From an optimization exercise on the open Yosys and OpenROAD flow, aimed at small area, a short achievable clock period and few clock cycles per item; shortcuts taken in it are not production practice. In this exercise RTL edits were held to simulation tests only and were not proved equivalent to the original. Power and IR drop assume default switching activity.

[design/flow/config.mk]
export PLATFORM = sky130hd
export DESIGN_NAME = offload_top
export DESIGN_NICKNAME = offload_top
export VERILOG_FILES = /design/flow/design.v
export SDC_FILE = /design/flow/constraint.sdc
export NUM_CORES = 4
export LEC_CHECK = 0
export CAP_MARGIN = 20
export CORE_MARGIN = 2
export CORE_UTILIZATION = 45
export SLEW_MARGIN = 20
[design/flow/constraint.sdc]
create_clock -name core_clock -period 12.0 [get_ports {clk}]
set_input_delay 2.4000 -clock core_clock [delete_from_list [all_inputs] [get_ports {clk}]]
set_output_delay 2.4000 -clock core_clock [all_outputs]
set_load 0.01 [all_outputs]
[design/flow/design.v]
`timescale 1ns/1ps
package offload_pkg;
    localparam int xlen = 32;
    localparam int hart_num = 2;
    localparam int reg_addr_w = 5;
    typedef logic [xlen-1:0] xlen_t;
    typedef logic [$clog2(hart_num)-1:0] hart_id_t;
    typedef logic [reg_addr_w-1:0] reg_addr_t;
    localparam logic [6:0] opcode_op = 7'b0110011;
    localparam logic [6:0] funct7_muldiv = 7'b0000001;
    localparam logic [6:0] opcode_custom1 = 7'b0101011;
    typedef logic [2:0] muldiv_op_e;
    localparam logic [2:0] mul    = 3'd0;
    localparam logic [2:0] mulh   = 3'd1;
    localparam logic [2:0] mulhsu = 3'd2;
    localparam logic [2:0] mulhu  = 3'd3;
    localparam logic [2:0] div    = 3'd4;
    localparam logic [2:0] divu   = 3'd5;
    localparam logic [2:0] rem    = 3'd6;
    localparam logic [2:0] remu   = 3'd7;
    typedef logic [2:0] accel_op_e;
    localparam logic [2:0] popc  = 3'd0;
    localparam logic [2:0] clz   = 3'd1;
    localparam logic [2:0] brev  = 3'd2;
    localparam logic [2:0] bswap = 3'd3;
    localparam logic [2:0] min   = 3'd4;
    localparam logic [2:0] max   = 3'd5;
    localparam logic [2:0] minu  = 3'd6;
    localparam logic [2:0] maxu  = 3'd7;
endpackage
`timescale 1ns/1ps
module op_dispatch (
    input  logic                             clk,
    input  logic                             rst_n,
    input  logic                             issue,
    input  offload_pkg::hart_id_t            issue_hart,
    input  logic [31:0]                      issue_inst,
    input  logic                             free,
    input  logic                             wb_we,
    input  offload_pkg::hart_id_t            wb_hart,
    output logic                             accept,
    output logic                             is_accel,
    output logic [offload_pkg::hart_num-1:0] hart_blocked
);
    logic is_muldiv;
    logic hart_free;
    assign is_muldiv = (issue_inst[6:0] == offload_pkg::opcode_op) &&
                       (issue_inst[31:25] == offload_pkg::funct7_muldiv);
    assign is_accel  = (issue_inst[6:0] == offload_pkg::opcode_custom1);
    assign hart_free = !hart_blocked[issue_hart];
    assign accept = issue && (is_muldiv || is_accel) && hart_free && free;
    always_ff @(posedge clk) begin
        if (!rst_n) begin
            hart_blocked <= '0;
        end else begin
            for (int h = 0; h < offload_pkg::hart_num; h++) begin
                hart_blocked[h] <= (hart_blocked[h] && !(wb_we && (wb_hart == h[0]))) ||
                                   (accept && (issue_hart == h[0]));
            end
        end
    end
endmodule
`timescale 1ns/1ps
module muldiv_unit #(
    parameter int accel_latency = 4
) (
    input  logic                   clk,
    input  logic                   rst_n,
    input  logic                   accept,
    output logic                   free,
    input  logic                   in_accel,
    input  logic [2:0]             in_op,
    input  offload_pkg::xlen_t     in_a,
    input  offload_pkg::xlen_t     in_b,
    input  offload_pkg::hart_id_t  in_hart,
    input  offload_pkg::reg_addr_t in_rd,
    output logic                   md_busy,
    output logic                   ac_busy,
    output logic                   done,
    output offload_pkg::xlen_t     result,
    output offload_pkg::hart_id_t  hart,
    output offload_pkg::reg_addr_t rd
);
    logic        st_prep;
    logic        st_norm;
    logic        st_step;
    logic        st_fix;
    logic        st_acc;
    logic [2:0]  op;
    logic        lt;      
    logic [31:0] x;       
    logic [31:0] y;       
    logic [31:0] h;       
    logic [33:0] t3;      
    logic [4:0]  cnt;
    logic        neg;
    logic        direct;   
    logic        is_div;
    logic        fa, fb;      
    logic [5:0]  clzx, clzy;
    assign is_div   = op[2];
    function automatic logic [5:0] clz32(input logic [31:0] v);
        clz32 = 6'd32;
        for (int i = 0; i < 32; i++) begin
            if (v[i]) clz32 = 31 - i;
        end
    endfunction
    assign clzx = clz32(x);
    assign clzy = clz32(y);
    logic        in_as, in_bs, in_prep;
    assign in_as   = (in_op == offload_pkg::mulh) || (in_op == offload_pkg::mulhsu) ||
                     (in_op == offload_pkg::div) || (in_op == offload_pkg::rem);
    assign in_bs   = (in_op == offload_pkg::mulh) || (in_op == offload_pkg::div) ||
                     (in_op == offload_pkg::rem);
    logic        in_na, in_nb, in_neg;
    assign in_na   = in_as && in_a[31];
    assign in_nb   = in_bs && in_b[31];
    assign in_prep = !in_accel && (in_na || in_nb);
    assign in_neg  = !in_op[2] ? (in_na ^ in_nb) :
                     !in_op[1] ? ((in_na ^ in_nb) && (in_b != '0)) : in_na;
    logic [4:0]  shamt;
    logic [31:0] y_shl;
    logic        b_zero;
    logic        a_small;
    logic        mswap;
    logic [5:0]  mclz;
    assign b_zero  = clzy[5];
    assign a_small = clzx > clzy;
    function automatic logic [3:0] lznib(input logic [31:0] v);
        lznib = 4'd8;
        for (int i = 0; i < 8; i++) begin
            if (v[4*i +: 4] != 4'd0) lznib = 7 - i;
        end
    endfunction
    logic        mswap_q;
    logic        in_swap;
    assign in_swap = !in_accel && !in_op[2] &&
                     (lznib(in_na ? ~in_a : in_a) > lznib(in_nb ? ~in_b : in_b));
    assign mswap   = mswap_q;
    assign mclz    = mswap ? clzx : clzy;
    assign shamt   = is_div ? (clzy[4:0] - clzx[4:0]) : {mclz[4:2], 2'b00};
    assign y_shl   = (mswap ? x : y) << shamt;
    logic [31:0] src;
    logic        cin;
    logic        do_neg;
    always_comb begin
        if (st_prep) begin
            src    = fa ? x : y;
            cin    = 1'b1;
            do_neg = 1'b1;
        end else begin
            case (op)
                offload_pkg::mul, offload_pkg::div, offload_pkg::divu: src = h;
                offload_pkg::rem, offload_pkg::remu:                   src = x;
                default:                                               src = y;
            endcase
            cin    = (op[2] || (op == offload_pkg::mul)) ? 1'b1 : (h == '0);
            do_neg = neg;
        end
    end
    logic [3:0]  dig;
    logic [33:0] mlo, mhi;
    logic [31:0] mcand;
    logic [36:0] p0, p1, p2;
    logic        acin;
    logic [36:0] asum;
    assign dig   = y[31:28];
    assign mcand = mswap ? y : x;
    always_comb begin
        case (dig[1:0])
            2'd0:    mlo = '0;
            2'd1:    mlo = {2'b00, x};
            2'd2:    mlo = {1'b0, x, 1'b0};
            default: mlo = t3;
        endcase
        case (dig[3:2])
            2'd0:    mhi = '0;
            2'd1:    mhi = {2'b00, x};
            2'd2:    mhi = {1'b0, x, 1'b0};
            default: mhi = t3;
        endcase
    end
    always_comb begin
        p0   = '0;
        p1   = '0;
        p2   = '0;
        acin = 1'b0;
        if (st_step) begin
            if (is_div) begin
                p0   = {5'b00000, x};
                p1   = {5'b00000, ~y};
                acin = 1'b1;
            end else begin
                p0 = {1'b0, h, 4'b0000};
                p1 = {3'b000, mlo};
                p2 = {1'b0, mhi, 2'b00};
            end
        end else if (st_norm) begin
            p0 = {5'b00000, mcand};
            p1 = {4'b0000, mcand, 1'b0};
        end else begin
            p1   = {5'b00000, do_neg ? ~src : src};
            acin = do_neg && cin;
        end
    end
    assign asum = p0 + p1 + p2 + {36'd0, acin};
    logic [32:0] diff;
    logic        ge;
    logic [36:0] msum;
    logic [27:0] yp1;
    logic [27:0] yinc;
    assign diff = asum[32:0];
    assign ge   = asum[32];
    assign msum = asum;
    assign yp1  = y[27:0] + 28'd1;
    assign yinc = msum[36] ? yp1 : y[27:0];
    logic [15:0] in_bytecnt;
    logic        in_lt;
    logic [31:0] ac_result;
    accel_unit #(
        .accel_latency(accel_latency)
    ) u_accel (
        .in_op(in_op),
        .in_a(in_a),
        .in_b(in_b),
        .in_bytecnt(in_bytecnt),
        .in_lt(in_lt),
        .op(op),
        .a(x),
        .b(y),
        .lt(lt),
        .lz(clzx),
        .result(ac_result)
    );
    assign result = h;
    logic skip;
    assign skip = is_div ? (b_zero || a_small) : mclz[5];
    logic last, fin;
    assign last = st_step && (cnt == '0);
    assign fin  = direct && ((st_norm && skip) || last);
    assign free = !(st_prep || st_norm || st_step) || fin;
    assign done = st_fix || st_acc || fin;
    logic take_md, take_ac;
    assign take_md = free && accept && !in_accel;
    assign take_ac = free && accept && in_accel;
    always_ff @(posedge clk) begin
        if (!rst_n) begin
            st_prep <= 1'b0;
            st_norm <= 1'b0;
            st_step <= 1'b0;
            st_fix  <= 1'b0;
            st_acc  <= 1'b0;
            md_busy <= 1'b0;
            ac_busy <= 1'b0;
        end else begin
            md_busy <= take_md || st_prep || ((st_norm || st_step) && !fin);
            ac_busy <= take_ac;
            st_acc  <= take_ac;
            st_prep <= (take_md && in_prep) || (st_prep && fa && fb);
            st_norm <= (st_prep && !(fa && fb)) || (take_md && !in_prep);
            st_step <= (st_norm && !skip) || (st_step && (cnt != '0));
            st_fix  <= ((st_norm && skip) || last) && !direct;
        end
    end
    always_ff @(posedge clk) begin
        if (st_norm) begin
            h <= (is_div && b_zero) ? '1 : '0;
        end else if (st_step) begin
            h <= is_div ? {h[30:0], ge} : msum[31:0];
        end else if (st_fix) begin
            h <= asum[31:0];
        end else if (st_acc) begin
            h <= ac_result;
        end
    end
    always_ff @(posedge clk) begin
        if (free) begin
            x      <= in_a;
            y      <= (in_accel && (in_op == offload_pkg::popc)) ? {16'd0, in_bytecnt} : in_b;
            lt     <= in_lt;
            op     <= in_op;
            hart   <= in_hart;
            rd     <= in_rd;
            neg    <= in_neg;
            fa     <= in_na;
            fb     <= in_nb;
            mswap_q <= in_swap;
            direct <= !in_accel && ((in_op == offload_pkg::mul) ||
                                    ((in_op[2:1] == 2'b10) && !in_neg));
        end else if (st_prep) begin
            if (fa) begin
                x  <= asum[31:0];
                fa <= 1'b0;
            end else begin
                y  <= asum[31:0];
                fb <= 1'b0;
            end
        end else if (st_norm) begin
            y   <= y_shl;
            if (mswap) x <= y;
            cnt <= is_div ? shamt : {2'b00, ~mclz[4:2]};
            t3  <= asum[33:0];
        end else if (st_step) begin
            cnt <= cnt - 5'd1;
            if (is_div) begin
                if (ge) x <= diff[31:0];
                y <= {1'b0, y[31:1]};
            end else begin
                y <= {yinc, msum[35:32]};
            end
        end
    end
endmodule
`timescale 1ns/1ps
module accel_unit #(
    parameter int accel_latency = 4
) (
    input  logic [2:0]         in_op,
    input  offload_pkg::xlen_t in_a,
    input  offload_pkg::xlen_t in_b,
    output logic [15:0]        in_bytecnt,
    output logic               in_lt,
    input  logic [2:0]         op,
    input  offload_pkg::xlen_t a,
    input  offload_pkg::xlen_t b,      
    input  logic               lt,
    input  logic [5:0]         lz,
    output offload_pkg::xlen_t result
);
    function automatic logic [3:0] popc8(input logic [7:0] v);
        logic s0, c0, s1, c1, s2, c2, t0, t1, u0, u1, v0, v1;
        s0 = v[0] ^ v[1] ^ v[2];
        c0 = (v[0] & v[1]) | (v[0] & v[2]) | (v[1] & v[2]);
        s1 = v[3] ^ v[4] ^ v[5];
        c1 = (v[3] & v[4]) | (v[3] & v[5]) | (v[4] & v[5]);
        s2 = v[6] ^ v[7];
        c2 = v[6] & v[7];
        t0 = s0 ^ s1 ^ s2;
        t1 = (s0 & s1) | (s0 & s2) | (s1 & s2);
        u0 = c0 ^ c1 ^ c2;
        u1 = (c0 & c1) | (c0 & c2) | (c1 & c2);
        v0 = t1 ^ u0;
        v1 = t1 & u0;
        popc8 = {u1 & v1, u1 ^ v1, v0, t0};
    endfunction
    function automatic logic less32(input logic [31:0] p, input logic [31:0] q);
        logic [31:0] lt1, eq1;
        logic [15:0] lt2, eq2;
        logic [7:0]  lt3, eq3;
        logic [3:0]  lt4, eq4;
        logic [1:0]  lt5, eq5;
        lt1 = ~p & q;
        eq1 = ~(p ^ q);
        for (int i = 0; i < 16; i++) begin
            lt2[i] = lt1[2*i+1] | (eq1[2*i+1] & lt1[2*i]);
            eq2[i] = eq1[2*i+1] & eq1[2*i];
        end
        for (int i = 0; i < 8; i++) begin
            lt3[i] = lt2[2*i+1] | (eq2[2*i+1] & lt2[2*i]);
            eq3[i] = eq2[2*i+1] & eq2[2*i];
        end
        for (int i = 0; i < 4; i++) begin
            lt4[i] = lt3[2*i+1] | (eq3[2*i+1] & lt3[2*i]);
            eq4[i] = eq3[2*i+1] & eq3[2*i];
        end
        for (int i = 0; i < 2; i++) begin
            lt5[i] = lt4[2*i+1] | (eq4[2*i+1] & lt4[2*i]);
            eq5[i] = eq4[2*i+1] & eq4[2*i];
        end
        less32 = lt5[1] | (eq5[1] & lt5[0]);
    endfunction
    logic sflip;
    assign sflip      = !in_op[1];
    assign in_lt      = less32({in_a[31] ^ sflip, in_a[30:0]}, {in_b[31] ^ sflip, in_b[30:0]});
    assign in_bytecnt = {popc8(in_a[31:24]), popc8(in_a[23:16]), popc8(in_a[15:8]), popc8(in_a[7:0])};
    logic [5:0]  pop;
    logic [31:0] rev;
    always_comb begin
        pop = {2'd0, b[3:0]} + {2'd0, b[7:4]} + {2'd0, b[11:8]} + {2'd0, b[15:12]};
        for (int i = 0; i < 32; i++) rev[i] = a[31-i];
        case (op)
            offload_pkg::popc:  result = {26'd0, pop};
            offload_pkg::clz:   result = {26'd0, lz};
            offload_pkg::brev:  result = rev;
            offload_pkg::bswap: result = {a[7:0], a[15:8], a[23:16], a[31:24]};
            default:            result = (lt ^ op[0]) ? a : b;
        endcase
    end
endmodule
`timescale 1ns/1ps
module wb_arbiter (
    input  logic                   clk,
    input  logic                   rst_n,
    input  logic                   done,
    input  offload_pkg::xlen_t     result,
    input  offload_pkg::hart_id_t  res_hart,
    input  offload_pkg::reg_addr_t res_rd,
    output logic                   wb_we,
    output offload_pkg::hart_id_t  wb_hart,
    output offload_pkg::reg_addr_t wb_rd,
    output offload_pkg::xlen_t     wb_data
);
    always_ff @(posedge clk) begin
        if (!rst_n) begin
            wb_we <= 1'b0;
        end else begin
            wb_we <= done;
        end
    end
    assign wb_data = result;
    always_ff @(posedge clk) begin
        wb_hart <= res_hart;
        wb_rd   <= res_rd;
    end
endmodule
`timescale 1ns/1ps
module offload_top #(
    parameter int accel_latency = 4
) (
    input  logic                             clk,
    input  logic                             rst_n,
    input  logic                             issue,
    input  offload_pkg::hart_id_t            issue_hart,
    input  logic [31:0]                      issue_inst,
    input  offload_pkg::xlen_t               rs1_val,
    input  offload_pkg::xlen_t               rs2_val,
    output logic [offload_pkg::hart_num-1:0] hart_blocked,
    output logic                             muldiv_busy,
    output logic                             accel_busy,
    output logic                             wb_we,
    output offload_pkg::hart_id_t            wb_hart,
    output offload_pkg::reg_addr_t           wb_rd,
    output offload_pkg::xlen_t               wb_data
);
    logic        free;
    logic        accept;
    logic        is_accel;
    logic        done;
    logic [31:0] result;
    logic        res_hart;
    logic [4:0]  res_rd;
    op_dispatch u_dispatch (
        .clk(clk),
        .rst_n(rst_n),
        .issue(issue),
        .issue_hart(issue_hart),
        .issue_inst(issue_inst),
        .free(free),
        .wb_we(wb_we),
        .wb_hart(wb_hart),
        .accept(accept),
        .is_accel(is_accel),
        .hart_blocked(hart_blocked)
    );
    muldiv_unit #(
        .accel_latency(accel_latency)
    ) u_muldiv (
        .clk(clk),
        .rst_n(rst_n),
        .accept(accept),
        .free(free),
        .in_accel(is_accel),
        .in_op(issue_inst[14:12]),
        .in_a(rs1_val),
        .in_b(rs2_val),
        .in_hart(issue_hart),
        .in_rd(issue_inst[11:7]),
        .md_busy(muldiv_busy),
        .ac_busy(accel_busy),
        .done(done),
        .result(result),
        .hart(res_hart),
        .rd(res_rd)
    );
    wb_arbiter u_arbiter (
        .clk(clk),
        .rst_n(rst_n),
        .done(done),
        .result(result),
        .res_hart(res_hart),
        .res_rd(res_rd),
        .wb_we(wb_we),
        .wb_hart(wb_hart),
        .wb_rd(wb_rd),
        .wb_data(wb_data)
    );
endmodule
[design/flow/flow/run.sh]
#!/bin/bash
set -euo pipefail
MARGIN=$(cat flow/margin.txt)
TNS=$(cat flow/tns.txt)
bash standard.sh SETUP_SLACK_MARGIN=$MARGIN TNS_END_PERCENT=$TNS finish > standard_flow.log 2>&1
[design/flow/flow/margin.txt]
6.8
[design/flow/flow/tns.txt]
0
[design/flow/standard.sh]
#!/bin/bash
# synth_recipe.tcl (not shown) runs the flow's synth.tcl, then flattens the netlist and writes it again
# the make line also repeats each setting of config.mk as NAME=value (left out here)
make -C /OpenROAD-flow-scripts/flow DESIGN_CONFIG=/design/flow/config.mk WORK_HOME=/design/flow/orfs CLKGATE_MAP_FILE= SYNTH_SCRIPT=/design/flow/synth_recipe.tcl "${@:-finish}"
==> metrics.md, run 1 <==
| Metric | Value |
|---|---|
| VDD IR max | between 0.00008 and 0.00009 V |
| Placement row count | 82 |
| Final Setup Violations | 0 |
| Root buf cell | clkbuf_16 |
| Synthesized area | 22600 µm² |
| Synthesized area per cell | 7.99 µm² |
| CP Max Fanout | 36 |
| Worst-skew pair later-pin latency | between 500 and 600 ps |
| Drt wl/cell | between 30 and 40 µm |
| Slowest cell on crit path | edfxtp_1 |
| Clk slew on worst S/H paths | 80 ps |
| Drt pass-1 iters | 7 |
| Vias in the first global route | approximately 23000 |
| Leading area contributor after synthesis | edfxtp_1 |
| CTS max path bufs | 2 |
| F_max | roughly 170 MHz |
| Synthesized flop and latch total | between 150 and 200 |
| Critical path class | reg2reg |
| TritonCTS Buffers | 17 |
| Async set-reset flop share out of synthesis | 0% |
| Core Area | 49900 µm² |
| DRC Markers | 0 |
| Predominant post-synthesis flop cell | edfxtp_1 |
| Area of the multi-input gates | between 15000 and 20000 µm² |
| Tot GR Track Use | a little over two fifths |
| Hold crit path type | reg2reg |
| Die Y | 228 µm |
| Fin nets | between 3000 and 4000 |
| CP delay by family, top | compound AO/OA/AOI/OAI gates |
| EDFF count, synth | 150 |
| Synth Warn # | 4 |
| Syn Nets | approximately 3100 |
| Non-Filler Instances | 3570 |
| Register Area | between 4000 and 5000 µm² |
| P per Cell Area | between 90 and 100 nW/µm² |
| Pleak | between 10 and 15 nW |
| Post-Place Cells | ~3400 |
| Initial Utilization | 45.2% |
| CP peak stage delay | between 900 and 1000 ps |
| Total power | roughly 0.0025 W |
| Die extent in x | 228 µm |
| First-pass GRT wire length | between 150 and 200 mm |
| Post-DP HPWL | approximately 77 mm |
| Startpoint type of the worst setup path | flop |
| Fill cell count | between 4000 and 5000 |
| Slew margin rel. | 21.7% |
| Crit-path cells | inv_1, a2111oi_0, o31a_1, nor3_1, nor2_1, inv_1, ha_1, nor2b_4, buf_12, mux4_2, a21oi_2, mux2i_2, mux2i_1, o211ai_1, a21oi_1, a221oi_2 |
| Most common cell after layout, fill and taps aside | nand2_1 |
| Worst setup margin | around 6300 ps |
| Post-Syn Instances | between 2000 and 3000 |
| Max Cap Viol | 0 |
| Clock period minus worst slack | approximately 5700 ps |
| Worst setup skew after layout | ~12 ps |
| Placer congestion estimate | between 1 and 1.5 |
| Final period utilization | between 40% and 50% |
| Layout cell share with drive strength beyond 1 | about 17% |
| Grt ovf | 0 |
| Buffers plus inverters on the worst setup path | 3 |
| Io pins | 143 |
| CTS tree | yes |
| Final Hold Vio Count | 0 |
| Final max-slew violation count | 0 |
| DRT iter0 DRCs | between 3000 and 4000 |
| RSZ-0062 raised after global routing | yes |
| Port-buffer cells | between 100 and 150 |
| Endpoint class of the critical path | flop |
| Synth unique cells | between 80 and 90 |
| WL final | 113 mm |
| Ranking of synthesized cells by area | edfxtp_1 20%, mux2i_1 7.7%, o21ai_0 5.9%, ha_1 5.8%, fa_1 5.2% |
| Top-area cell type share of the netlist area | between 10% and 20% |
| Setup WS pre-CTS | 4730 ps |
| Worst Tran Pin Value | between 1000 and 1500 ps |
| Utilization after layout | roughly 55% |
| Clock tree sinks | between 150 and 200 |
| Initial antenna violation count | 3 |
| Most frequent cells in the layout | 270 x nand2_1, 232 x o21ai_0, 199 x a21oi_1 |
| Layout area overhead | 20.6% |
| CP Data Arrival Time | about 6000 ps |
| Sequential area share after synthesis | between 20% and 30% |
| Via count | roughly 25000 |
| Worst EP required | about 12000 ps |
| CTS H-tree lvls | 4 |
| Largest net degree at the start of global routing | 88 |
| Status | finished clean |
| Final ANT Viol Nets | 0 |
| Post-DR vias/cell | ~7 |
| Critical Path Most Common Cell | inv_1 |
| Die Footprint | around 52000 µm² |
| TNS Setup | 0 ps |
[final cells by class]
class	instances	share of cell area, %
flip-flops and latches	165	17.7
inverters	198	2.83
clock inverters	15	0.727
clock buffers	17	1.56
repair buffers	303	11.2
diodes	2	0.0184
well taps	672	3.09
multi-input cells	2198	62.9
[registers in the layout (all words and copies together) (netlist names), 2 cells and up]
register and flops:
u_arbiter.wb_rd 5, u_muldiv.op 3, u_muldiv.y 32, u_dispatch.hart_blocked 2, u_muldiv.cnt 5, u_muldiv.rd 5
u_muldiv.h 32, u_muldiv.t3 34, u_muldiv.x 32
[timing repair]
item	4_1_cts	5_1_grt
pin swaps	47	33
gates cloned	7	1
setup buffers	70	22
gates resized for setup	196	76
hold buffers	0	0
endpoints found under the setup margin	244	231
[synth_stat cells (16+ instances only)]
library cell / n
a22oi_1: 17
a21oi_1: 218
a31oi_1: 23
fa_1: 59
nor2b_1: 21
buf_1: 38
o22ai_1: 19
o221ai_1: 34
nor4_1: 39
a211oi_1: 40
nor3_1: 46
o21ai_0: 264
xnor2_1: 68
o21ai_1: 25
o211ai_1: 42
and3_1: 16
ha_1: 105
inv_1: 191
xor2_1: 22
nor2_1: 197
mux2_2: 77
nand3_1: 32
mux4_2: 31
nand2_1: 272
a21o_1: 33
o21bai_1: 16
clkbuf_1: 206
edfxtp_1: 150
nand4_1: 39
mux2i_1: 173
a221oi_1: 51
nand2b_1: 20
[final timing paths]
check / start / endpoint / slack (ps) / depth (start not counted)
setup / recovery: u_muldiv.x[19]$_DFFE_PP_ / u_muldiv.y[30]$_DFFE_PP_ / 6280 / 16
hold / removal: u_muldiv.rd[1]$_DFFE_PP_ / u_arbiter.wb_rd[1]$_DFF_P_ / 350 / 0
setup reg to reg: u_muldiv.x[19]$_DFFE_PP_ / u_muldiv.y[30]$_DFFE_PP_ / 6280 / 16
hold reg to reg: u_muldiv.rd[1]$_DFFE_PP_ / u_arbiter.wb_rd[1]$_DFF_P_ / 350 / 0
[cell families (layout without fill, tap and decap cells)]
group,after synthesis,in the layout,synth area share (%)
adders and majority gates,164,164,11.1
and+or+nand+nor,733,733,15.1
xor gates and xnor gates,90,90,3.50
muxes,284,284,14.8
other,0,2,0
buffers and inverters,458,533,7.79
AOI/OAI and AO/OA,927,927,26.5
DFF,165,165,21.3
[where the power goes]
group          internal (W)  total, W  switching [W]
clock              0.000302  0.000625       0.000322
sequential         0.000655  0.000710      0.0000545
combinational      0.000456   0.00114       0.000687
total               0.00141   0.00248        0.00106
[through the flow]
| stage | area (µm²) | hold WS (ps) |
|---|---|---|
| 4_1_cts | 26700 | 347 |
| 2_1_floorplan | 22600 | 323 |
| 6_report | 27200 | 348 |
| 3_3_place_gp | 24300 | 325 |
| 3_5_place_dp | 24400 | 329 |
| 5_1_grt | 27200 | 355 |
[metal layers]
| layer | share of wire [%] | global-route usage (%) |
|---|---|---|
| met5 | 0.012 | 0 |
| met4 | 8.0 | 27.9 |
| met3 | 13 | 12.2 |
| met2 | 41 | 60.6 |
| met1 | 38 | 55.1 |
Testbench counts, summed over its fixed seeds: cycles 11,376, items 2,560.
==> run 2, diff against run 1 <==
==> design/flow/flow/margin.txt (replaced) <==
6.9
==> design/flow/flow/tns.txt (replaced) <==
20
--- a/design/flow/config.mk
+++ b/design/flow/config.mk
@@ -7,5 +7,5 @@
 export LEC_CHECK = 0
 export CAP_MARGIN = 20
 export CORE_MARGIN = 2
-export CORE_UTILIZATION = 45
+export CORE_UTILIZATION = 50
 export SLEW_MARGIN = 20
==> metrics.md, run 2 <==
| Metric | Value |
|---|---|
| CTS max path bufs | 2 (unchanged) |
| Synth Warn # | 4 (unchanged) |
| Io pins | 143 (unchanged) |
| CTS H-tree lvls | 4 (unchanged) |
| Setup WS pre-CTS | 4560 ps (-171 ps) |
| Async set-reset flop share out of synthesis | 0% (unchanged) |
| Worst Tran Pin Value | 1350 ps (+181 ps) |
| EDFF count, synth | 150 (unchanged) |
| Non-Filler Instances | 3522 (-1.3%) |
| Top-area cell type share of the netlist area | 20.0% (unchanged) |
| Die extent in x | 216 µm (-5.0%) |
| Vias in the first global route | 24000 (+3.4%) |
| Hold crit path type | reg2reg |
| Fill cell count | 3846 (-19%) |
| Synthesized area per cell | 7.99 µm² (unchanged) |
| Initial antenna violation count | 6 (+3) |
| Pleak | 11.1 nW (+3.9%) |
| Max reg flops | 34 (unchanged) |
| Largest net degree at the start of global routing | 87 (-1.1%) |
| Layout cell share with drive strength beyond 1 | 19.4% (+2.4 points) |
| F_max | 174 MHz (-0.19%) |
| Syn Nets | 3085 (unchanged) |
| Placer congestion estimate | 1.04 (+3.5%) |
| Grt ovf | 0 (unchanged) |
| TNS Setup | 0 ps (unchanged) |
| TritonCTS Buffers | 17 (unchanged) |
| Worst setup margin | 6270 ps (-11.1 ps) |
| Ranking of synthesized cells by area | edfxtp_1 20%, mux2i_1 7.7%, o21ai_0 5.9%, ha_1 5.8%, fa_1 5.2% |
| Via count | 25900 (+3.6%) |
| Net Switching | 0.00111 W (+4.0%) |
| Utilization after layout | 63.0% (+8.4 points) |
| Startpoint type of the worst setup path | flop |
| Port-buffer cells | 132 (unchanged) |
| First-pass GRT wire length | 167 mm (+2.7%) |
| Post-Place Cells | 3356 (-2.3%) |
| Placement row count | 77 (-6.1%) |
| RSZ-0062 raised after global routing | yes |
| CP Data Arrival Time | 6010 ps (+30 ps) |
| Most frequent cells after synthesis | 272 x nand2_1, 264 x o21ai_0, 218 x a21oi_1, 206 x clkbuf_1, 197 x nor2_1 |
| Initial Utilization | 50.8% (+5.5 points) |
| Layout area overhead | 24.0% |
| Die Footprint | 46800 µm² (-9.8%) |
| Final Setup Violations | 0 (unchanged) |
| Synth unique cells | 89 (unchanged) |
| VDD IR max | 0.000103 V (+20%) |
| Final Hold Vio Count | 0 (unchanged) |
| Clock share of power | 24.7% (-0.5 points) |
| Clk slew on worst S/H paths | 90 ps (about the same) |
| Root buf cell | clkbuf_16 |
| Synthesized flop and latch total | 165 (unchanged) |
| CP Max Fanout | 27 (-25%) |
| Drt wl/cell | 33.5 µm (+6.0%) |
| Core Area | 44400 µm² (-11%) |
| Endpoint class of the critical path | flop |
| Pint | 0.00142 W (+0.12%) |
| CTS tree | yes |
| P per Cell Area | 90.2 nW/µm² (-1.0%) |
| Status | finished clean |
| WL final | 118 mm (+4.6%) |
| Critical path class | reg2reg |
| Slew margin rel. | 9.17% (-13 points) |
| Synthesized area | 22600 µm² (unchanged) |
| Final max-slew violation count | 0 (unchanged) |
| Post-DR vias/cell | 7.37 (+5.0%) |
| Clock period minus worst slack | 5730 ps (+11.1 ps) |
| Clock tree sinks | 165 (unchanged) |
| Post-Syn Instances | 2821 (unchanged) |
| Die Y | 216 µm (-5.0%) |
| Max Cap Viol | 0 (unchanged) |
| Final period utilization | 47.8% (+0.093 points) |
| Predominant post-synthesis flop cell | edfxtp_1 |
| Worst EP required | 12280 ps (+20 ps) |
| Drt pass-1 iters | 8 (+1) |
| Count leader, synth | nand2_1 |
| Most common cell after layout, fill and taps aside | nand2_1 |
| Biggest register | u_muldiv.t3 |
| DRT iter0 DRCs | 4161 (+7.8%) |
| Power share of the combinational group | 47.2% (+1.1 points) |
| Worst setup skew after layout | 15.3 ps (+3.07 ps) |
| Tot GR Track Use | 49.0% (+6.7 points) |
| Post-DP HPWL | 75.7 mm (-1.7%) |
| Worst-skew pair later-pin latency | 530 ps (about the same) |
| DRC Markers | 0 (unchanged) |
| Most frequent cells in the layout | 266 x nand2_1, 228 x o21ai_0, 191 x a21oi_1 |
| Fin nets | 3179 (+1.0%) |
| Sequential area share after synthesis | 21.3% (unchanged) |
| Leading area contributor after synthesis | edfxtp_1 |
| Share of power burned in registers | 28.1% (-0.5 points) |
| Switching Fraction | 43.9% (+0.94 points) |
| Final ANT Viol Nets | 0 (unchanged) |
[run 2: cell types whose count changed in the layout (fill, tap and decap cells not counted), sizes merged]
cell and change:
bufinv -1, buf +26, bufbuf +6, inv -1, clkinv +2
[run 2: final timing paths]
kind                                                from                    endpoint  slack, ps  cells after the start
worst max-delay path            u_muldiv.y[30]$_DFFE_PP_    u_muldiv.y[29]$_DFFE_PP_       6270                     18
worst min-delay path            u_muldiv.rd[1]$_DFFE_PP_  u_arbiter.wb_rd[1]$_DFF_P_        350                      0
worst max register to register  u_muldiv.y[30]$_DFFE_PP_    u_muldiv.y[29]$_DFFE_PP_       6270                     18
worst min register to register  u_muldiv.rd[1]$_DFFE_PP_  u_arbiter.wb_rd[1]$_DFF_P_        350                      0
[run 2: kinds of logic after synthesis]
| logic type | Yosys count | share of synthesized area (%) |
|---|---|---|
| flip-flops | 165 | 21.3 |
| AO/OA/AOI/OAI | 927 | 26.5 |
| XOR/XNOR | 90 | 3.50 |
| multiplexers | 284 | 14.8 |
| buffers and inverters | 458 | 7.79 |
| adder cells (fa/ha/maj) | 164 | 11.1 |
| AND/OR/NAND/NOR | 733 | 15.1 |
[run 2: routing by layer]
metal,GRT usage [%],wire length (µm),share of wire [%]
met1,62.4,42500,36
met2,69.0,47900,41
met3,18.5,17900,15
met4,31.8,9610,8.1
met5,0,74,0.063
[run 2: cell type report]
cell class / instances / area (µm²) / area share, %
antenna: 2 / 5.00 / 0.0179
clock buffer: 17 / 425 / 1.52
clock inverter: 15 / 204 / 0.729
inverter: 198 / 773 / 2.76
multi-input combinational: 2198 / 17400 / 62.3
sequential: 165 / 4810 / 17.2
tap: 592 / 741 / 2.65
timing repair buffer: 335 / 3580 / 12.8
[run 2: repair_timing]
item / CTS / global route
hold buffers: 0 / 0
setup endpoints to repair: 247 / 235
pin swaps: 76 / 58
setup buffers: 81 / 35
resized for setup: 276 / 98
gates cloned: 13 / 3
[run 2: power by group through the flow]
stage / combinational [W] / clock, W / sequential [W]
2_1_floorplan: 0.000652 / 0 / 0.000683
3_3_place_gp: 0.000945 / 0 / 0.000727
3_5_place_dp: 0.000955 / 0 / 0.000727
4_1_cts: 0.00109 / 0.000622 / 0.000706
5_1_grt: 0.00124 / 0.000640 / 0.000706
6_report: 0.00119 / 0.000623 / 0.000710
[run 2: worst max-delay path, stage by stage, from the launching register on]
cell	delay (ps)
edfxtp_1	370
buf_4	270
nor2b_1	700
buf_4	360
a22o_1	170
nand2_1	60
fa_1	510
inv_1	40
ha_2	390
o211ai_1	130
o21ai_2	350
nand3_1	130
a21o_1	240
a2111o_2	620
nand4_1	160
a21boi_4	230
mux2_4	340
a211oi_4	310
a211oi_2	70
[run 2: through the flow]
stage | hold slack (ps) | total power, W | cell area, µm²
4_1_cts | 354 | 0.00242 | 27200
2_1_floorplan | 323 | 0.00134 | 22600
3_3_place_gp | 329 | 0.00167 | 24300
3_5_place_dp | 330 | 0.00168 | 24300
5_1_grt | 365 | 0.00259 | 28000
6_report | 351 | 0.00252 | 28000
==> run 3, diff against run 2 <==
==> design/flow/flow/margin.txt (replaced) <==
6.8
==> design/flow/flow/tns.txt (replaced) <==
0
--- a/design/flow/config.mk
+++ b/design/flow/config.mk
@@ -7,5 +7,5 @@
 export LEC_CHECK = 0
 export CAP_MARGIN = 20
 export CORE_MARGIN = 2
-export CORE_UTILIZATION = 50
+export CORE_UTILIZATION = 38
 export SLEW_MARGIN = 20
==> metrics.md, run 3 <==
| Metric | Value |
|---|---|
| Status | finished clean |
| CTS tree | yes |
| RSZ-0062 raised after global routing | yes |
| Post-DP HPWL | 76.4 mm (+0.99%) |
| Clk slew on worst S/H paths | 80 ps (about the same) |
| Max reg flops | 34 (unchanged) |
| Most frequent cells in the layout | 270 x nand2_1, 223 x o21ai_0, 196 x a21oi_1 |
| CP peak stage delay | 830 ps (+130 ps) |
| Placement row count | 89 (+16%) |
| Die extent in x | 248 µm (+14%) |
| Pleak | 10.9 nW (-1.9%) |
| Drt pass-1 iters | 7 (-1) |
| Initial antenna violation count | 1 (-5) |
| Buffers plus inverters on the worst setup path | 3 (unchanged) |
| Die Footprint | 61300 µm² (+31%) |
| Drt wl/cell | 31.0 µm (-7.4%) |
| EDFF count, synth | 150 (unchanged) |
| Layout area overhead | 23.8% |
| Final max-slew violation count | 0 (unchanged) |
| Syn Nets | 3085 (unchanged) |
| Synth unique cells | 89 (unchanged) |
| Crit-path cells | inv_1, a21oi_1, o311ai_0, a21oi_1, o31a_1, nor3_1, nor2_1, inv_1, ha_1, nor2b_4, buf_12, mux4_2, mux2i_2, mux2i_1, a21oi_2, o21ai_1, o31a_1 |
| DRT iter0 DRCs | 3660 (-12%) |
| Io pins | 143 (unchanged) |
| Worst EP required | 12260 ps (-20 ps) |
| Core Area | 58800 µm² (+32%) |
| F_max | 175 MHz (+0.53%) |
| Final period utilization | 47.5% (-0.25 points) |
| Worst Setup SP | u_muldiv.x[5]$_DFFE_PP_ |
| Worst-skew pair later-pin latency | 520 ps (about the same) |
| VDD IR max | 0.000128 V (+25%) |
| Grt ovf | 0 (unchanged) |
| Root buf cell | clkbuf_16 |
| TritonCTS Buffers | 17 (unchanged) |
| Critical path class | reg2reg |
| Top-area cell type share of the netlist area | 20.0% (unchanged) |
| Synthesized flop and latch total | 165 (unchanged) |
| Total power | 0.00251 W (-0.40%) |
| Worst setup skew after layout | 17.8 ps (+2.51 ps) |
| Startpoint type of the worst setup path | flop |
| Tot GR Track Use | 36.6% (-12 points) |
| First-pass GRT wire length | 164 mm (-1.8%) |
| Final Hold Vio Count | 0 (unchanged) |
| Min-delay src | u_muldiv.rd[4]$_DFFE_PP_ |
| CTS H-tree lvls | 4 (unchanged) |
| Fin nets | 3167 (-0.38%) |
| P per Cell Area | 90.0 nW/µm² (-0.24%) |
| TNS Setup | 0 ps (unchanged) |
| Post-Place Cells | 3534 (+5.3%) |
| CTS max path bufs | 2 (unchanged) |
| Synthesized area per cell | 7.99 µm² (unchanged) |
| Endpoint class of the critical path | flop |
| Synthesized area | 22600 µm² (unchanged) |
| Initial Utilization | 38.4% (-12 points) |
| Final ANT Viol Nets | 0 (unchanged) |
| Hold crit path type | reg2reg |
| Layout cell share with drive strength beyond 1 | 18.7% (-0.71 points) |
| Sequential area share after synthesis | 21.3% (unchanged) |
| R2r startpoint | u_muldiv.x[5]$_DFFE_PP_ |
| Utilization after layout | 47.5% (-15 points) |
| Leading area contributor after synthesis | edfxtp_1 |
| Placer congestion estimate | 1.02 (-1.8%) |
| Clock tree sinks | 165 (unchanged) |
| Largest net degree at the start of global routing | 76 (-13%) |
| Max Cap Viol | 0 (unchanged) |
| CP Data Arrival Time | 5970 ps (-40 ps) |
| Biggest register | u_muldiv.t3 |
| Async set-reset flop share out of synthesis | 0% (unchanged) |
| Non-Filler Instances | 3690 (+4.8%) |
| Most frequent cells after synthesis | 272 x nand2_1, 264 x o21ai_0, 218 x a21oi_1, 206 x clkbuf_1, 197 x nor2_1 |
| Via count | 25300 (-2.7%) |
| WL final | 115 mm (-3.0%) |
| CP Max Fanout | 18 (-33%) |
| Worst Tran Pin Value | 1160 ps (-188 ps) |
| Vias in the first global route | 23600 (-1.6%) |
| Clock period minus worst slack | 5700 ps (-30.1 ps) |
| DRC Markers | 0 (unchanged) |
| Slew margin rel. | 21.7% (+13 points) |
| Synth Warn # | 4 (unchanged) |
| Count leader, synth | nand2_1 |
| Predominant post-synthesis flop cell | edfxtp_1 |
| Slowest cell on crit path | edfxtp_1 |
| Post-Syn Instances | 2821 (unchanged) |
| Port-buffer cells | 132 (unchanged) |
| Die Y | 248 µm (+14%) |
| Post-DR vias/cell | 6.84 (-7.1%) |
| CP delay by family, top | compound AO/OA/AOI/OAI gates |
| Final Setup Violations | 0 (unchanged) |
| Ranking of synthesized cells by area | edfxtp_1 20%, mux2i_1 7.7%, o21ai_0 5.9%, ha_1 5.8%, fa_1 5.2% |
| Most common cell after layout, fill and taps aside | nand2_1 |
## run 3: area by class of cell
cell class              instances  area [µm²]
inverters                     198         777
diodes                          1        2.50
flip-flops and latches        165        4810
clock inverters                14         151
well taps                     773         967
clock buffers                  18         450
repair buffers                322        3330
fillers                      5674       30900
multi-input cells            2199       17400
## run 3: path summary, 6_finish.rpt
path / endpoint / slack [ps] / cells after the start
max: u_muldiv.y[11]$_DFFE_PP_ / 6300 / 17
min: u_arbiter.wb_rd[4]$_DFF_P_ / 350 / 0
max reg2reg: u_muldiv.y[11]$_DFFE_PP_ / 6300 / 17
min reg2reg: u_arbiter.wb_rd[4]$_DFF_P_ / 350 / 0
## run 3: per-stage QoR
step	hold slack, ps	setup WS, ps	area [µm²]
finish	348	6300	27900
global route	364	6270	27900
CTS	350	6560	27400
detailed placement	329	4340	24400
global placement	324	4400	24400
floorplan	323	6750	22600
## run 3: power breakdown
part / leakage [nW] / switching (W) / internal [W]
registers: 1.61 / 0.0000539 / 0.000655
logic: 8.99 / 0.000715 / 0.000485
clock network: 0.294 / 0.000312 / 0.000291
## run 3: worst register-to-register path, cell delays in order, from the launching register on
cell      delay, ps
edfxtp_1        830
inv_1           260
a21oi_1         210
o311ai_0        180
a21oi_1         330
o31a_1          160
nor3_1           50
nor2_1          550
inv_1           100
ha_1            340
nor2b_4         250
buf_12          220
mux4_2          570
mux2i_2         360
mux2i_1         190
a21oi_2         360
o21ai_1         230
o31a_1          280
## run 3: cell families (layout without fill, tap and decap cells)
logic type | count (synthesis) | count (layout) | synth area share (%)
adders and majority gates | 164 | 164 | 11.1
and+or+nand+nor | 733 | 733 | 15.1
other | 0 | 1 | 0
DFF | 165 | 165 | 21.3
buffers and inverters | 458 | 552 | 7.79
muxes | 284 | 284 | 14.8
AOI/OAI and AO/OA | 927 | 928 | 26.5
xor gates and xnor gates | 90 | 90 | 3.50
## run 3: metal layers
metal | vias up | track usage, % | share of wire, %
li1 | 10600 | - | -
met1 | 12200 | 46.3 | 37
met2 | 1971 | 52.2 | 41
met3 | 514 | 11.2 | 12
met4 | 0 | 27.2 | 9.0
met5 | - | 0 | 0
## run 3: what timing repair did
action | CTS | global route
pin swaps | 71 | 33
hold buffers | 0 | 0
setup buffers | 95 | 12
endpoints found under the setup margin | 248 | 225
gates cloned | 12 | 3
gates resized for setup | 275 | 74

-- what the ideal ports hide --
How much do the figures lean on ideal ports? The routed layouts below were timed once more, with nothing changed but the port constraints.
Step 1, drivers: a clkbuf_16 drives clk and a buf_2 each remaining input, both assumed.
Step 2 moves the port delays by t, midway between the first and last clock arrival at a register: inputs arrive t later, outputs are due t later. That takes back most of the time a late clock gives input paths.
a / b / c = ideal ports / drivers / drivers and shift; a / b = the first two.
run | t (ns) | setup WS [ns] | latest minus earliest clock arrival (ns)
run 1 | 0.576 | 6.280 / 6.280 / 5.887 | 0.013 / 0.012
run 2 | 0.585 | 6.268 / 6.268 / 5.813 | 0.015 / 0.016
run 3 | 0.572 | 6.299 / 6.299 / 5.985 | 0.019 / 0.018
After both steps setup and hold are still met in every run listed. For run 2, which loses most, drivers alone change the setup slack by 0.000 ns; drivers and shift together by -0.455 ns.
